This is an optimization exercise on Yosys and OpenROAD, whose aim is small area, not a production implementation. Function was checked by simulation only, so behaviour that the tests miss may differ from the original. Power figures rest on the tool's default switching activity, not on a simulated workload.

==> job 9573 <==
==> flow/design.v (excerpt) <==
module ll_sc_reader_writer_lock_engine (
  input  logic         clk_i,
  input  logic         rst_ni,
  input  logic         in_valid_i,
  output logic         in_ready_o,
  input  logic [132:0] in_data_i,
  output logic         out_valid_o,
  input  logic         out_ready_i,
  output logic [182:0] out_data_o,
  input  logic         cfg_valid_i,
  output logic         cfg_ready_o,
  input  logic [1:0]   cfg_index_i,
  input  logic [63:0]  cfg_data_i
);
  localparam logic [1:0] FAcq = 2'd0, FLl = 2'd1, FSc = 2'd2, FRel = 2'd3;
  localparam logic [2:0] PhIdle = 3'd0, PhAcqLl = 3'd1, PhAcqSc = 3'd2,
                         PhRelLl = 3'd3, PhRelSc = 3'd4;
  localparam logic [2:0] TLl = 3'd0, TSc = 3'd1, TRd = 3'd2, TWr = 3'd3,
                         TRel = 3'd4, TBadPh = 3'd5, TBadSh = 3'd6, TOvf = 3'd7;
  localparam logic [1:0] AZero = 2'd0, AOne = 2'd1, ACnt = 2'd2;
  function automatic logic [63:0] ones_below(logic [63:0] y);
    logic [7:0]  blk, cin;
    logic [63:0] r;
    for (int k = 0; k < 8; k++) blk[k] = &y[8*k +: 8];
    for (int k = 0; k < 8; k++) cin[k] = ((blk | (8'hFF << k)) == 8'hFF);
    for (int k = 0; k < 8; k++) begin
      for (int j = 0; j < 8; j++) begin
        r[8*k+j] = cin[k] & ((y[8*k +: 8] | (8'hFF << j)) == 8'hFF);
      end
    end
    ones_below = r;
  endfunction
  logic [3:0]  cfg_set_q;
  logic [31:0] node_id_r, node_id;
  logic [6:0]  header_bytes_r, header_bytes;
  logic [15:0] node_bytes_r, node_bytes;
  logic [63:0] restart_addr_r, restart_addr;
  logic        s1_valid_q;
  logic [1:0]  s1_func_q;
  logic [63:0] s1_val_q;
  logic        s1_flag_q;
  logic        s1_go;
  logic        take;
  logic [2:0]  phase_q, phase_d;
  logic [4:0]  held_cnt_q, held_cnt_d;
  logic [3:0]  rel_idx_q, rel_idx_d;     
  logic        tgt_excl_q;
  logic [6:0]  tgt_lo_q;                 
  logic        restart_q;
  logic [31:0] cnt_q;                    
  logic        fresh_q;                  
  ...
clock: 6.5 ns
lec_check: 0
cap_margin: 20
core_margin: 2
core_utilization: 70
setup_slack_margin: 0.3
slew_margin: 20
standard.sh (not shown) runs the stock make flow with config.mk's settings and CLKGATE_MAP_FILE= SYNTH_SCRIPT=/design/flow/synth_recipe.tcl, a recipe that flattens the netlist after the stock synthesis.
==> flow/flow/run.sh <==
#!/bin/bash
# The standard layout (standard.sh) with two changes: every input and output port gets the
# smallest buffer (buf_1) in place of the delay cell buffer_ports picks by default, and clock
# tree synthesis builds the tree from clkbuf_8 cells, clusters up to 16 flip-flops within
# 45 um per leaf buffer and adds no dummy loads. The make output goes to standard_flow.log;
# each tool's log is under orfs/logs/.
set -euo pipefail
export BUFFER_PORTS_ARGS="-buffer_cell sky130_fd_sc_hd__buf_1"
export CTS_ARGS="-sink_clustering_enable -repair_clock_nets -dont_use_dummy_load -sink_clustering_size 16 -sink_clustering_max_diameter 45 -buf_list sky130_fd_sc_hd__clkbuf_8"
bash standard.sh > standard_flow.log 2>&1
==> job 5375 (differences from job 9573) <==
==> flow/flow/run.sh (replaced) <==
#!/bin/bash
# The standard layout (standard.sh) with two changes: every input and output port gets the
# smallest buffer (buf_1) in place of the delay cell buffer_ports picks by default, and clock
# tree synthesis clusters up to 24 flip-flops within 60 um per leaf buffer and adds no dummy
# loads. The make output goes to standard_flow.log; each tool's log is under orfs/logs/.
set -euo pipefail
export BUFFER_PORTS_ARGS="-buffer_cell sky130_fd_sc_hd__buf_1"
export CTS_ARGS="-sink_clustering_enable -repair_clock_nets -dont_use_dummy_load -sink_clustering_size 24 -sink_clustering_max_diameter 60"
bash standard.sh > standard_flow.log 2>&1
==> flow/config.mk (replaced) <==
export PLATFORM = sky130hd
export DESIGN_NAME = ll_sc_reader_writer_lock_engine
export DESIGN_NICKNAME = ll_sc_reader_writer_lock_engine
export VERILOG_FILES = /design/flow/design.v
export SDC_FILE = /design/flow/constraint.sdc
export NUM_CORES = 4
export LEC_CHECK = 0
export CAP_MARGIN = 20
export CORE_MARGIN = 2
export CORE_UTILIZATION = 35
export SETUP_SLACK_MARGIN = 0.2
export SLEW_MARGIN = 20
==> job 4783 (differences from job 9573) <==
--- a/flow/design.v
+++ b/flow/design.v
@@ -80,17 +80,18 @@
                          PhRelLl = 3'd3, PhRelSc = 3'd4;
   localparam logic [2:0] TLl = 3'd0, TSc = 3'd1, TRd = 3'd2, TWr = 3'd3,
                          TRel = 3'd4, TBadPh = 3'd5, TBadSh = 3'd6, TOvf = 3'd7;
   localparam logic [1:0] AZero = 2'd0, AOne = 2'd1, ACnt = 2'd2;
   function automatic logic [63:0] ones_below(logic [63:0] y);
     logic [7:0]  blk, cin;
     logic [63:0] r;
     for (int k = 0; k < 8; k++) blk[k] = &y[8*k +: 8];
-    for (int k = 0; k < 8; k++) cin[k] = ((blk | (8'hFF << k)) == 8'hFF);
+    cin[0] = 1'b1;
+    for (int k = 1; k < 8; k++) cin[k] = cin[k-1] & blk[k-1];
     for (int k = 0; k < 8; k++) begin
       for (int j = 0; j < 8; j++) begin
         r[8*k+j] = cin[k] & ((y[8*k +: 8] | (8'hFF << j)) == 8'hFF);
       end
     end
     ones_below = r;
   endfunction
   logic [3:0]  cfg_set_q;
@@ -103,41 +104,37 @@
   logic [63:0] s1_val_q;
   logic        s1_flag_q;
   logic        s1_go;
   logic        take;
   logic [2:0]  phase_q, phase_d;
   logic [4:0]  held_cnt_q, held_cnt_d;
   logic [3:0]  rel_idx_q, rel_idx_d;     
   logic        tgt_excl_q;
-  logic [6:0]  tgt_lo_q;                 
   logic        restart_q;
   logic [31:0] cnt_q;                    
   logic        fresh_q;                  
   logic [63:0] held_addr_q [16];
   logic [15:0] held_excl_q;
   logic [63:0] x_q;
   logic [2:0]  hd_typ_q, tl_typ_q;
   logic [1:0]  hd_att_q, tl_att_q;
-  logic [15:0] hd_sel_q;                 
+  logic [15:0] hd_sel_q;
   logic [3:0]  tl_idx_q;
   logic        hd_mm_q, tl_mm_q;
-  logic        hd_dx_q, tl_dx_q;
-  logic        hd_wr_q;                  
-  logic        hd_rd_q;                  
   logic [1:0]  fill_q;
   logic        hd_x_q;                   
   logic        hd_dec_q;                 
   logic        room, pop, head_stay;
   logic [2:0]  r_typ;
   logic [1:0]  r_att;
   logic [3:0]  r_idx;
   logic        r_mm;
-  logic        r_dx;                     
   logic        stk_we, x_we, cap, inc, bad;
+  logic [63:0] x_d;
   logic [63:0] w, ours, step1;
   logic        rd_excl, shared_ok;
   logic [63:0] out_addr;
   logic [31:0] cnt_inc, cnt_dec;
   assign cfg_ready_o = 1'b1;
   assign room        = (fill_q != 2'd2);
   assign s1_go       = s1_valid_q && room;
   assign in_ready_o  = !s1_valid_q || s1_go;
@@ -161,24 +158,24 @@
     cnt_dec = cnt_q ^ cd[31:0];
   end
   always_comb begin
     phase_d    = phase_q;
     held_cnt_d = held_cnt_q;
     rel_idx_d  = rel_idx_q;
     stk_we     = 1'b0;
     x_we       = 1'b0;
+    x_d        = step1;
     cap        = 1'b0;
     inc        = 1'b0;
     bad        = 1'b0;
     r_typ      = TBadPh;
     r_att      = AZero;
     r_idx      = held_cnt_q[3:0];
     r_mm       = 1'b0;
-    r_dx       = 1'b0;
     unique case (s1_func_q)
       FAcq: begin
         if (phase_q != PhIdle) begin
           bad = 1'b1;
         end else if (held_cnt_q[4]) begin
           r_typ = TOvf;
         end else begin
           stk_we  = 1'b1;
@@ -187,17 +184,17 @@
           r_typ   = TLl;
           r_att   = AOne;
         end
       end
       FLl: begin
         if (phase_q == PhAcqLl) begin
           if (w == '0 || shared_ok) begin
             x_we    = 1'b1;
-            r_dx    = tgt_excl_q;
+            if (tgt_excl_q) x_d = ours;
             phase_d = PhAcqSc;
             r_typ   = TSc;
             r_att   = fresh_q ? AOne : ACnt;
           end else if (tgt_excl_q && w == ours) begin
             phase_d = PhIdle;
             r_typ   = TRd;
             r_att   = fresh_q ? AOne : ACnt;
           end else begin
@@ -206,17 +203,17 @@
             r_att = ACnt;
           end
         end else if (phase_q == PhRelLl) begin
           if (!rd_excl && (w == '0 || w[63])) begin
             bad   = 1'b1;
             r_typ = TBadSh;
           end else begin
             x_we    = 1'b1;
-            r_dx    = rd_excl;
+            if (rd_excl) x_d = '0;
             phase_d = PhRelSc;
             r_typ   = TSc;
             r_idx   = rel_idx_q;
             r_mm    = rd_excl && (w != ours);
           end
         end else begin
           bad = 1'b1;
         end
@@ -326,111 +323,120 @@
         FSc:     s1_flag_q <= in_data_i[1];
         default: s1_flag_q <= in_data_i[0];
       endcase
     end
     if (s1_go) begin
       rel_idx_q <= rel_idx_d;
       if (stk_we) begin
         tgt_excl_q <= s1_flag_q;
-        tgt_lo_q   <= s1_val_q[6:0];
         fresh_q    <= 1'b1;
       end
       if (inc) begin
         fresh_q <= 1'b0;
         if (fresh_q)        cnt_q <= 32'd2;
         else if (!(&cnt_q)) cnt_q <= cnt_inc;
       end
       if (s1_func_q == FRel) begin
         restart_q <= s1_flag_q;
       end
       if (x_we) begin
-        x_q <= step1;
+        x_q <= x_d;
       end else if (cap && head_stay) begin
         x_q <= out_addr;
       end
     end
     if (s1_go && (fill_q == 2'd0 || pop)) begin
       hd_typ_q <= r_typ;
       hd_att_q <= r_att;
       hd_mm_q  <= r_mm;
-      hd_dx_q  <= r_dx;
-      hd_wr_q  <= (r_typ == TWr);
-      hd_rd_q  <= (r_typ == TRd);
-      for (int s = 0; s < 16; s++) hd_sel_q[s] <= (r_idx == 4'(s)) && (r_typ <= TRd);
+      for (int s = 0; s < 16; s++) hd_sel_q[s] <= (r_idx == 4'(s));
     end else if (pop) begin
       hd_typ_q <= tl_typ_q;
       hd_att_q <= tl_att_q;
       hd_mm_q  <= tl_mm_q;
-      hd_dx_q  <= tl_dx_q;
-      hd_wr_q  <= (tl_typ_q == TWr);
-      hd_rd_q  <= (tl_typ_q == TRd);
-      for (int s = 0; s < 16; s++) hd_sel_q[s] <= (tl_idx_q == 4'(s)) && (tl_typ_q <= TRd);
-    end else if (s1_go && cap) begin
-      hd_wr_q  <= 1'b0;
-      hd_rd_q  <= 1'b0;
-      hd_sel_q <= '0;
+      for (int s = 0; s < 16; s++) hd_sel_q[s] <= (tl_idx_q == 4'(s));
     end
     if (s1_go) begin
       tl_typ_q <= r_typ;
       tl_att_q <= r_att;
       tl_idx_q <= r_idx;
       tl_mm_q  <= r_mm;
-      tl_dx_q  <= r_dx;
     end
   end
   for (genvar s = 0; s < 16; s++) begin : g_stack
     always_ff @(posedge clk_i) begin
       if (s1_go && stk_we && held_cnt_q[3:0] == 4'(s)) begin
         held_addr_q[s] <= s1_val_q;
         held_excl_q[s] <= s1_flag_q;
       end
     end
   end
   logic [63:0] h_slot;
+  logic [63:0] h_sum;
   logic [2:0]  o_kind, o_status;
   logic [15:0] o_bytes;
   logic [63:0] o_data;
   logic [31:0] o_att;
   always_comb begin
-    logic [7:0]  lo;
-    logic [63:0] up;
-    h_slot = (restart_addr & {64{hd_wr_q}}) | (x_q & {64{hd_x_q}});
+    h_slot = '0;
     for (int s = 0; s < 16; s++) begin
       h_slot = h_slot | (held_addr_q[s] & {64{hd_sel_q[s]}});
     end
-    lo = {1'b0, tgt_lo_q} + {1'b0, header_bytes};
+  end
+  always_comb begin
+    logic [6:0]  b, g, p;
+    logic [7:0]  c;
+    logic [63:0] up;
+    b = (hd_typ_q == TRd) ? header_bytes : 7'd0;
+    g = h_slot[6:0] & b;
+    p = h_slot[6:0] ^ b;
+    c[0] = 1'b0;
+    for (int i = 0; i < 7; i++) begin
+      c[i+1] = g[i];
+      for (int j = 0; j < i; j++) begin
+        logic t;
+        t = g[j];
+        for (int k = j + 1; k <= i; k++) t = t & p[k];
+        c[i+1] = c[i+1] | t;
+      end
+    end
     up = ones_below({7'h7F, h_slot[63:7]});
-    out_addr[63:7] = h_slot[63:7] ^ ({57{hd_rd_q && lo[7]}} & up[56:0]);
-    out_addr[6:0]  = hd_rd_q ? lo[6:0] : h_slot[6:0];
+    h_sum[6:0]  = p ^ c[6:0];
+    h_sum[63:7] = h_slot[63:7] ^ ({57{c[7]}} & up[56:0]);
   end
   always_comb begin
     o_kind   = 3'd4;
     o_status = 3'd0;
     o_bytes  = '0;
+    out_addr = '0;
     o_data   = '0;
     unique case (hd_typ_q)
       TLl: begin
         o_kind   = 3'd0;
         o_bytes  = {9'd0, header_bytes};
+        out_addr = h_sum;
       end
       TSc: begin
         o_kind   = 3'd1;
         o_bytes  = 16'd8;
-        o_data   = !hd_dx_q ? x_q : (hd_att_q != AZero) ? ours : '0;
+        out_addr = h_sum;
+        o_data   = x_q;
       end
       TRd: begin
         o_kind   = 3'd2;
         o_status = 3'd1;
         o_bytes  = node_bytes;
+        out_addr = hd_x_q ? x_q : h_sum;
       end
       TWr: begin
         o_kind   = 3'd3;
         o_status = 3'd3;
         o_bytes  = 16'd8;
+        out_addr = restart_addr;
       end
       TRel:    o_status = 3'd2;
       TBadPh:  o_status = 3'd4;
       TBadSh:  o_status = 3'd5;
       default: o_status = 3'd6;
     endcase
     unique case (hd_att_q)
       AOne:    o_att = 32'd1;
==> flow/run.sh (new file) <==
#!/bin/bash
# synth_recipe.tcl (not shown) runs the flow's synth.tcl, then flattens the netlist and writes it again
# the make line also repeats each setting of config.mk as NAME=value (left out here)
make -C /OpenROAD-flow-scripts/flow DESIGN_CONFIG=/design/flow/config.mk WORK_HOME=/design/flow/orfs CLKGATE_MAP_FILE= SYNTH_SCRIPT=/design/flow/synth_recipe.tcl finish
==> flow/config.mk (replaced) <==
export PLATFORM = sky130hd
export DESIGN_NAME = ll_sc_reader_writer_lock_engine
export DESIGN_NICKNAME = ll_sc_reader_writer_lock_engine
export VERILOG_FILES = /design/flow/design.v
export SDC_FILE = /design/flow/constraint.sdc
export NUM_CORES = 4
export LEC_CHECK = 0
export CAP_MARGIN = 20
export CORE_MARGIN = 2
export CORE_UTILIZATION = 60
export CTS_BUF_LIST = sky130_fd_sc_hd__clkbuf_4
export SLEW_MARGIN = 20
removed: flow/flow/run.sh
removed: flow/standard.sh
==> job 6692 (differences from job 9573) <==
==> flow/config.mk (replaced) <==
export PLATFORM = sky130hd
export DESIGN_NAME = ll_sc_reader_writer_lock_engine
export DESIGN_NICKNAME = ll_sc_reader_writer_lock_engine
export VERILOG_FILES = /design/flow/design.v
export SDC_FILE = /design/flow/constraint.sdc
export NUM_CORES = 4
export LEC_CHECK = 0
export CAP_MARGIN = 20
export CORE_MARGIN = 2
export CORE_UTILIZATION = 55
export SETUP_SLACK_MARGIN = 0.2
export SLEW_MARGIN = 20
==> results.py <==
metrics = {
    "outcome": {
        "status": "complete, but fails checks",
        "so_faults": "negative setup slack",
    },
    "layout": {
        "seq_cell_count": 1378,
        "multi_input_comb_area_mm2": 0.0164,
        "finalNonFillerCells": 6162,
        "clkbuf_count": 507,
        "drive_above_1_share_pct": 21.4,
    },
    "power": {
        "pg_clk_uw": 7230,
    },
    "sta": {
        "finalSetupViolations": 7,
        "layout_setup_ws_ns": -0.0860,
    },
    "setup_path": {
        "r2r_cells": 9,
    },
}
That was job 4783.
==> results.py <==
metrics = {
    "sta": {
        "finalSetupViolations": 0,
        "layout_setup_ws_ns": 0.318,
    },
    "layout": {
        "finalNonFillerCells": 6486,
        "seq_cell_count": 1389,
        "drive_above_1_share_pct": 12.5,
        "clkbuf_count": 106,
        "multi_input_comb_area_mm2": 0.0153,
    },
    "power": {
        "pg_clk_uw": 5790,
        "p_clk_share_pct": 24.6,
    },
    "outcome": {
        "status": "complete, no violations",
    },
    "setup_path": {
        "r2r_cells": 9,
    },
}
That was job 5375.
==> results.py <==
metrics = {
    "setup_path": {
        "r2r_cells": 8,
    },
    "outcome": {
        "status": "complete, no violations",
    },
    "layout": {
        "drive_above_1_share_pct": 13.4,
        "finalNonFillerCells": 5734,
    },
    "sta": {
        "finalSetupViolations": 0,
        "layout_setup_ws_ns": 0.0847,
    },
}
That was job 6692.
==> results.py <==
metrics = {
    "outcome": {
        "status": "complete, no violations",
    },
    "sta": {
        "layout_setup_ws_ns": 0.304,
        "finalSetupViolations": 0,
    },
    "layout": {
        "finalNonFillerCells": 5363,
        "seq_cell_count": 1389,
        "multi_input_comb_area_mm2": 0.0153,
        "clkbuf_count": 137,
        "drive_above_1_share_pct": 12.5,
    },
    "power": {
        "pg_clk_uw": 4620,
    },
}
That was job 9573.

-- separate check: timing with driven ports --
How much do the figures lean on ideal ports? The routed layouts below were timed once more, with nothing changed but the port constraints. Step 1 (the two cells are an assumption about what drives the block):
set clk [get_ports {clk_i}]
set_driving_cell -lib_cell sky130_fd_sc_hd__clkbuf_16 $clk
set_driving_cell -lib_cell sky130_fd_sc_hd__buf_2 [delete_from_list [all_inputs] $clk]
Step 2 also shifts input and output timing later by t, the mid clock arrival at the registers, as if the neighbouring blocks saw the same clock. Three values: ideal ports, drivers, drivers and shift; two values: the first two.
run | shift t [ns] | setup WS [ns] | hold WS [ns] | worst setup path after step 2 | worst data-port slew with drivers (ns) | cell pins on the clock port's net
job 9573 | 0.879 | 0.304 / 0.236 / 0.866 | 0.442 / 0.398 / 0.528 | register to register | 0.07 | 1
job 5375 | 0.792 | 0.318 / 0.240 / 1.033 | 0.473 / 0.465 / 0.473 | register to output | 0.13 | 1
job 4783 | 1.276 | -0.086 / -0.157 / 1.120 | 0.040 / -0.008 / 0.499 | register to output | 0.06 | 1
job 6692 | 0.911 | 0.085 / 0.006 / 0.918 | 0.441 / 0.384 / 0.500 | register to output | 0.10 | 1
